From an optimization exercise on the open Yosys and OpenROAD flow, aimed at small area, a short achievable clock period and few clock cycles; shortcuts taken in it are not production practice. Where RTL was checked, it was by simulation tests only, not by an equivalence proof against the original. Power figures rest on the tool's default switching activity, not on a simulated workload.

== P ==
==> flow/design.v <==
module transpose_pingpong #(
  parameter  int VALUE_WIDTH     = 17,
  parameter  int N               = 8,
  localparam int AXIS_DATA_WIDTH = 8 * ((VALUE_WIDTH - 1) / 8 + 1)
) (
  input  logic                       i_clk,
  input  logic                       i_aresetn,
  input  logic                       i_axis_TVALID,
  output logic                       o_axis_TREADY,
  input  logic [AXIS_DATA_WIDTH-1:0] i_axis_TDATA,
  input  logic                       i_axis_TLAST,
  output logic                       o_axis_TVALID,
  input  logic                       i_axis_TREADY,
  output logic [AXIS_DATA_WIDTH-1:0] o_axis_TDATA,
  output logic                       o_axis_TLAST,
  output logic                       o_tlast_err
);
  localparam int VW    = VALUE_WIDTH;
  localparam int DEPTH = N * N;        
  localparam int AW    = $clog2(DEPTH);
  localparam int D1   = 7;
  localparam int D2   = 14;
  localparam int D3   = 28;
  localparam int TAIL = DEPTH - 3 - D1 - D2 - D3;    
  logic pad_unused;
  assign pad_unused = ^i_axis_TDATA;
  logic [AW-1:0] c1, c2;
  logic          fpar;        
  logic          fp1, fp2;    
  assign c2  = c1 + 1'b1;
  assign fp2 = fp1 ^ (&c1);
  logic          s1, s2, s3;  
  logic [AW-1:0] q1, q2, q3;
  assign q1 = c1 - AW'(1);
  assign q2 = c1 - AW'(D1 + 2);
  assign q3 = c1 - AW'(D1 + D2 + 3);
  always_ff @(posedge i_clk) begin
    s1 <= q1[3] & ~q1[0];
    s2 <= q2[4] & ~q2[1];
    s3 <= q3[5] & ~q3[2];
  end
  logic [VW-1:0] ring_in;
  logic [VW-1:0] p0, p1, p2;
  logic [VW-1:0] b1 [D1];
  logic [VW-1:0] b2 [D2];
  logic [VW-1:0] b3 [D3];
  logic [VW-1:0] tl [TAIL];
  logic [VW-1:0] y1, y2, y3;
  logic [VW-1:0] ring_out;    
  logic [VW-1:0] ring_next;   
  assign y1 = s1 ? p0 : b1[D1-1];
  assign y2 = s2 ? p1 : b2[D2-1];
  assign y3 = s3 ? p2 : b3[D3-1];
  assign ring_out  = tl[TAIL-1];
  assign ring_next = tl[TAIL-2];
  always_ff @(posedge i_clk) begin
    p0    <= ring_in;
    b1[0] <= s1 ? b1[D1-1] : p0;
    for (int i = 1; i < D1; i++) b1[i] <= b1[i-1];
    p1    <= y1;
    b2[0] <= s2 ? b2[D2-1] : p1;
    for (int i = 1; i < D2; i++) b2[i] <= b2[i-1];
    p2    <= y2;
    b3[0] <= s3 ? b3[D3-1] : p2;
    for (int i = 1; i < D3; i++) b3[i] <= b3[i-1];
    tl[0] <= y3;
    for (int i = 1; i < TAIL; i++) tl[i] <= tl[i-1];
  end
  logic [AW-1:0] wp;          
  logic          wpar;        
  logic          have_out;    
  logic [AW-1:0] rp;          
  logic          rpar;        
  logic          ready_q;
  logic          accept;
  logic          load;
  logic          w_last;
  logic          r_last;
  logic [VW-1:0] o_value;
  logic          bn_q;        
  logic          eq_next;     
  logic [AW-1:0] dd;          
  logic          sink_free;
  logic          a_last;
  logic          x_next;
  logic [3:0]    rdy_case;    
  logic          ready_n;
  logic          bn_n;
  assign o_axis_TREADY = ready_q;
  assign ring_in   = ready_q ? i_axis_TDATA[VW-1:0] : ring_out;
  assign accept    = i_axis_TVALID && ready_q;
  assign w_last    = &wp;
  assign r_last    = &rp;
  assign sink_free = !o_axis_TVALID || i_axis_TREADY;
  assign a_last    = accept && w_last;
  assign load = (bn_q || a_last) && sink_free;
  assign x_next = have_out && (c2 == rp) && (fp2 == rpar);
  assign bn_n   = load ? !r_last : (x_next && !a_last);
  always_comb begin
    logic gone;
    logic lt, lt1;
    gone = have_out && r_last;
    lt   = (dd != '0);        
    lt1  = (dd[AW-1:1] != '0);  
    rdy_case[0] = eq_next && (!have_out || lt) &&
                  ((wp == '0) ? (!have_out || (fp1 == rpar)) : (fp1 == wpar));
    rdy_case[1] = eq_next &&
                  ((wp == '0) ? (!have_out || gone || (fp1 == rpar)) : (fp1 == wpar));
    rdy_case[2] = !w_last && (!have_out || lt1);
    rdy_case[3] = w_last || !have_out || gone || lt;
  end
  logic [3:0] rdy_late;       
  always_comb begin
    logic fr0, fr1;           
    fr0 = !o_axis_TVALID;
    fr1 = 1'b1;
    rdy_late[0] = rdy_case[{1'b0, bn_q && fr0}];
    rdy_late[1] = rdy_case[{1'b0, bn_q && fr1}];
    rdy_late[2] = rdy_case[{ready_q, (bn_q || (ready_q && w_last)) && fr0}];
    rdy_late[3] = rdy_case[{ready_q, (bn_q || (ready_q && w_last)) && fr1}];
  end
  assign ready_n = rdy_late[{i_axis_TVALID, i_axis_TREADY}];
  logic [AW-1:0] dd_inc, dd_dec, dd_n;
  assign dd_inc = dd + 1'b1;
  assign dd_dec = dd - 1'b1;
  always_comb begin
    case ({accept, load})
      2'b01:   dd_n = dd_inc;
      2'b10:   dd_n = w_last ? '0 : dd_dec;
      2'b11:   dd_n = w_last ? AW'(1) : dd;
      default: dd_n = dd;
    endcase
  end
  always_ff @(posedge i_clk or negedge i_aresetn) begin
    if (!i_aresetn) begin
      c1          <= AW'(0);
      fpar        <= 1'b1;
      fp1         <= 1'b0;
      wp          <= '0;
      wpar        <= 1'b0;
      rp          <= '0;
      rpar        <= 1'b0;
      have_out    <= 1'b0;
      bn_q        <= 1'b0;
      eq_next     <= 1'b1;
      dd          <= '0;
      ready_q     <= 1'b0;
      o_tlast_err <= 1'b0;
    end else begin
      c1          <= c2;
      fpar        <= fp1;
      fp1         <= fp2;
      bn_q        <= bn_n;
      eq_next     <= !accept && (wp == c2);
      dd          <= dd_n;
      ready_q     <= ready_n;
      o_tlast_err <= accept && (i_axis_TLAST != w_last);
      if (accept) begin
        if (wp == '0) wpar <= fpar;
        wp <= wp + 1'b1;
      end
      if (a_last) begin
        have_out <= 1'b1;
        rpar     <= ~wpar;
        rp       <= AW'(load);
      end else if (load) begin
        rp <= rp + 1'b1;
        if (r_last) have_out <= 1'b0;
      end
    end
  end
  always_ff @(posedge i_clk) begin
    if (sink_free) begin
      o_value      <= ring_next;
      o_axis_TLAST <= r_last;
    end
  end
  logic o_sign_a, o_sign_b;
  always_ff @(posedge i_clk) begin
    o_sign_a <= sink_free ? ring_next[VW-1] : o_value[VW-1];
    o_sign_b <= sink_free ? ring_next[VW-1] : o_sign_a;
  end
  always_ff @(posedge i_clk or negedge i_aresetn) begin
    if (!i_aresetn) begin
      o_axis_TVALID <= 1'b0;
    end else if (sink_free) begin
      o_axis_TVALID <= load;
    end
  end
  assign o_axis_TDATA = {{(AXIS_DATA_WIDTH - VW - 3){o_sign_b}}, {4{o_sign_a}}, o_value[VW-2:0]};
endmodule
make LEC_CHECK=0 ABC_CLOCK_PERIOD_IN_PS=2000 CAP_MARGIN=20 CORE_MARGIN=2 CORE_UTILIZATION=60 CTS_BUF_LIST='sky130_fd_sc_hd__clkbuf_16 sky130_fd_sc_hd__clkbuf_8' CTS_CLUSTER_DIAMETER=70 CTS_CLUSTER_SIZE=36 PLACE_DENSITY=0.75 SETUP_SLACK_MARGIN=2.0 SLEW_MARGIN=20 finish   # period 4.0 ns
run.sh (not shown) runs the stock make flow with config.mk's settings and CLKGATE_MAP_FILE= SYNTH_SCRIPT=/design/flow/synth_recipe.tcl, a recipe that flattens the netlist after the stock synthesis.
#### Input delta (Q over P)
--- a/flow/design.v
+++ b/flow/design.v
@@ -26,20 +26,13 @@
   assign pad_unused = ^i_axis_TDATA;
   logic [AW-1:0] c1, c2;
   logic          fpar;        
   logic          fp1, fp2;    
-  assign c2  = c1 + 1'b1;
-  assign fp2 = fp1 ^ (&c1);
   logic          s1, s2, s3;  
   logic [AW-1:0] q1, q2, q3;
   assign q1 = c1 - AW'(1);
   assign q2 = c1 - AW'(D1 + 2);
   assign q3 = c1 - AW'(D1 + D2 + 3);
-  always_ff @(posedge i_clk) begin
-    s1 <= q1[3] & ~q1[0];
-    s2 <= q2[4] & ~q2[1];
-    s3 <= q3[5] & ~q3[2];
-  end
   logic [VW-1:0] ring_in;
   logic [VW-1:0] p0, p1, p2;
   logic [VW-1:0] b1 [D1];
   logic [VW-1:0] b2 [D2];
@@ -133,10 +126,15 @@
   end
   always_ff @(posedge i_clk or negedge i_aresetn) begin
     if (!i_aresetn) begin
       c1          <= AW'(0);
+      c2          <= AW'(1);
       fpar        <= 1'b1;
       fp1         <= 1'b0;
+      fp2         <= 1'b0;
+      s1          <= 1'b0;
+      s2          <= 1'b0;
+      s3          <= 1'b0;
       wp          <= '0;
       wpar        <= 1'b0;
       rp          <= '0;
       rpar        <= 1'b0;
@@ -147,10 +145,15 @@
       ready_q     <= 1'b0;
       o_tlast_err <= 1'b0;
     end else begin
       c1          <= c2;
+      c2          <= c2 + 1'b1;
       fpar        <= fp1;
       fp1         <= fp2;
+      fp2         <= fp2 ^ (&c2);
+      s1          <= q1[3] & ~q1[0];
+      s2          <= q2[4] & ~q2[1];
+      s3          <= q3[5] & ~q3[2];
       bn_q        <= bn_n;
       eq_next     <= !accept && (wp == c2);
       dd          <= dd_n;
       ready_q     <= ready_n;
[summary]
[Q vs P] final hold slack: lower in Q. Total CTS buffers (higher): Q. Lower post-route worst setup slack goes to P over Q. The worst-case register-to-register setup slack of Q was superior to that of P. No stage failed in Q, and the final checks on the layout all came back clean. From P to Q the numbers moved as follows: DRC violation total after the first TritonRoute iteration now sits lower, worst slew slack as a fraction of its limit shows an increase of 12 points, area used by multi-input combinational logic down about 2.4%, pin count of the biggest net entering global routing increased 18%, share of the final layout cell area in multi-input gates lost 0.24 points. Per the comparison of Q with P, leakage power summed over all cells now sits higher, wire length now sits higher, cell area after layout now sits higher, total of clock buffers placed in the layout now sits higher.
Testbench counts of Q, summed over its fixed seeds: cycles 16,904.
The RTL of P was laid out without a check of its function.

==> afterwards: timing with drivers on the ports <==
No port has a modelled driver above. Below, the same layouts with a new extraction and two added sets of constraints.
Step 1 (the two cells are an assumption about what drives the block):
set clk [get_ports {i_clk}]
set_driving_cell -lib_cell sky130_fd_sc_hd__clkbuf_16 $clk
set_driving_cell -lib_cell sky130_fd_sc_hd__buf_2 [delete_from_list [all_inputs] $clk]
Step 2, shift: input delay + t, output delay - t, t = (earliest + latest rising clock arrival at the registers) / 2. This alone moves slack from input paths to output paths.
Slacks: ideal ports / drivers / drivers and shift; pairs: ideal ports / drivers.
run	t (ns)	setup WS [ns]	latest minus earliest clock arrival (ns)	worst slew at a driven data input, ns
P	0.643	1.900 / 1.844 / 1.441	0.024 / 0.023	0.04
Q	0.631	1.980 / 1.926 / 1.511	0.052 / 0.051	0.04
After both steps every run listed still meets setup and hold. For Q, which loses most, drivers alone change the setup slack by -0.054 ns; drivers and shift together by -0.469 ns.
